This is an optimization exercise on Yosys and OpenROAD, whose aim is small area, not a production implementation.
The RTL was checked by simulation tests, not by an equivalence proof against the original design.
Power is estimated from default activity; no workload was simulated.

==> flow/design.v (excerpt) <==
module rv_top (
    input  logic        clk,
    input  logic        reset,
    output logic        wb_cyc,
    output logic        wb_stb,
    output logic        wb_we,
    output logic [31:0] wb_adr,
    output logic [31:0] wb_dat_w,
    output logic [3:0]  wb_sel,
    input  logic [31:0] wb_dat_r,
    input  logic        wb_ack,
    output logic        halted
);
    localparam logic [2:0] S_INIT  = 3'd0;   
    localparam logic [2:0] S_FETCH = 3'd1;   
    localparam logic [2:0] S_WAIT1 = 3'd2;   
    localparam logic [2:0] S_EX1   = 3'd3;   
    localparam logic [2:0] S_MEM   = 3'd4;   
    localparam logic [2:0] S_WAIT2 = 3'd5;   
    localparam logic [2:0] S_EX2   = 3'd6;   
    localparam logic [2:0] S_HALT  = 3'd7;
    logic [2:0]  state;
    logic [3:0]  cnt;
    always_ff @(posedge clk or posedge reset) begin
        if (reset) cnt <= 4'd0;
        else       cnt <= cnt + 4'd1;
    end
    wire cnt0  = (cnt == 4'd0);
  ...
Size in the first run: ~1,100 flip-flops, ~110 I/O pins, roughly 29,000 µm² of cells after synthesis.
Settings: LEC_CHECK=0, CAP_MARGIN=20, CORE_MARGIN=2, CORE_UTILIZATION=40, CTS_CLUSTER_DIAMETER=100, CTS_CLUSTER_SIZE=24, GPL_ROUTABILITY_DRIVEN=0, GPL_TIMING_DRIVEN=0, SLEW_MARGIN=20; clock period 14.0 ns.
standard.sh (not shown) runs the stock make flow with config.mk's settings and CLKGATE_MAP_FILE= SYNTH_SCRIPT=/design/flow/synth_recipe.tcl, a recipe that flattens the netlist after the stock synthesis.
==> flow/flow/run.sh <==
#!/bin/bash
# The standard layout (standard.sh) with two settings changed through the
# environment: clock tree synthesis without dummy loads, and the smallest
# buffer on each port. Each tool's output goes to the ORFS logs; make's output
# goes to standard.log here.
export CTS_ARGS="-sink_clustering_enable -repair_clock_nets -dont_use_dummy_load -sink_clustering_size 18 -sink_clustering_max_diameter 60 -buf_list sky130_fd_sc_hd__clkbuf_8"
export BUFFER_PORTS_ARGS="-buffer_cell sky130_fd_sc_hd__buf_1"
bash standard.sh > standard.log 2>&1
The starting point produced a clean layout.
Then changed:
Settings changed: CORE_UTILIZATION 40 to 55, GPL_ROUTABILITY_DRIVEN 0 to unset, GPL_TIMING_DRIVEN 0 to unset.
Effect:
- The changed run ran to the end with no violations
- non-clock buffer count went down by 42
- clock skew is higher by 36 ps
- combinational power went down by about 8%
- design area came out lower by about 1.5%
- die area decreases by about 27%
- sequential power stays flat
- core utilization grows by 16 points
- setup slack gains 850 ps
Then changed:
--- a/flow/flow/run.sh
+++ b/flow/flow/run.sh
@@ -6 +6 @@
-export CTS_ARGS="-sink_clustering_enable -repair_clock_nets -dont_use_dummy_load -sink_clustering_size 18 -sink_clustering_max_diameter 60 -buf_list sky130_fd_sc_hd__clkbuf_8"
+export CTS_ARGS="-sink_clustering_enable -repair_clock_nets -dont_use_dummy_load -sink_clustering_size 16 -sink_clustering_max_diameter 60 -buf_list sky130_fd_sc_hd__clkbuf_8"
Settings changed: CORE_UTILIZATION 55 to 40.
Result: Area after synthesis stays the same; register-to-register slack is worse by 150 ps; wire length stays flat; non-clock buffer count falls by 3; clock-buffer cell count increases by 7; final area came out higher by 1.3%; final cell count rose by 10%; worst setup slack got worse by 120 ps; global-route usage falls by 5.4 points; worst hold slack improves by 11 ps.
Then changed:
--- a/flow/flow/run.sh
+++ b/flow/flow/run.sh
@@ -6 +6 @@
-export CTS_ARGS="-sink_clustering_enable -repair_clock_nets -dont_use_dummy_load -sink_clustering_size 16 -sink_clustering_max_diameter 60 -buf_list sky130_fd_sc_hd__clkbuf_8"
+export CTS_ARGS="-sink_clustering_enable -repair_clock_nets -dont_use_dummy_load -sink_clustering_size 18 -sink_clustering_max_diameter 60 -buf_list sky130_fd_sc_hd__clkbuf_8"
Settings changed: GPL_TIMING_DRIVEN set to 0.
Result: Global-route usage is lower by 0.42 points. Setup slack got worse by 680 ps. Maximum frequency is lower by roughly a tenth. Total power is lower slightly. Final cell count is higher slightly. Utilization is higher by 0.14 points.
Then changed:
--- a/flow/flow/run.sh
+++ b/flow/flow/run.sh
@@ -6 +6 @@
-export CTS_ARGS="-sink_clustering_enable -repair_clock_nets -dont_use_dummy_load -sink_clustering_size 18 -sink_clustering_max_diameter 60 -buf_list sky130_fd_sc_hd__clkbuf_8"
+export CTS_ARGS="-sink_clustering_enable -repair_clock_nets -dont_use_dummy_load -sink_clustering_size 24 -sink_clustering_max_diameter 50 -buf_list {sky130_fd_sc_hd__clkbuf_8 sky130_fd_sc_hd__clkbuf_16}"
Settings changed: GPL_TIMING_DRIVEN 0 to unset.
The changed run completed with no timing, DRC or antenna violations. Sequential share of layout area goes down by 1.3 points. Final cell count goes down by 1.8%. Utilization goes up by 0.76 points. Clock power goes up by 34%. Synthesized cell count does not change. Design area goes up by about 1.7%.

-- static timing again, ports no longer ideal --
No port has a modelled driver above. Below, the same layouts with a new extraction and two added sets of constraints. Step 1 sets driving cells, clkbuf_16 on the clock port and buf_2 on the other inputs (assumed; they add their load-dependent delay and slew). Step 2 times the ports against the registers' clock, not the clock port: input delays grow and output delays shrink by t, the midpoint of the rising clock arrivals with the driver on. Slacks: ideal ports / drivers / drivers and shift; pairs: ideal ports / drivers.
| run | shift t [ns] | setup slack, ns | latest minus earliest clock arrival (ns) | slew at the worst register clock pin (ns) | worst data-port slew with drivers (ns) |
|---|---|---|---|---|---|
| the first run | 0.703 | 6.701 / 6.725 / 6.023 | 0.085 / 0.085 | 0.10 / 0.10 | 0.05 |
| the second run | 0.689 | 7.550 / 7.582 / 6.893 | 0.109 / 0.109 | 0.11 / 0.11 | 0.08 |
| the third run | 0.728 | 7.425 / 7.455 / 6.727 | 0.091 / 0.090 | 0.10 / 0.10 | 0.05 |
| the fourth run | 0.706 | 6.748 / 6.755 / 6.050 | 0.097 / 0.097 | 0.11 / 0.11 | 0.05 |
| the fifth run | 0.648 | 7.373 / 7.407 / 6.759 | 0.103 / 0.102 | 0.09 / 0.09 | 0.05 |
After both steps setup and hold are still met in every run listed.
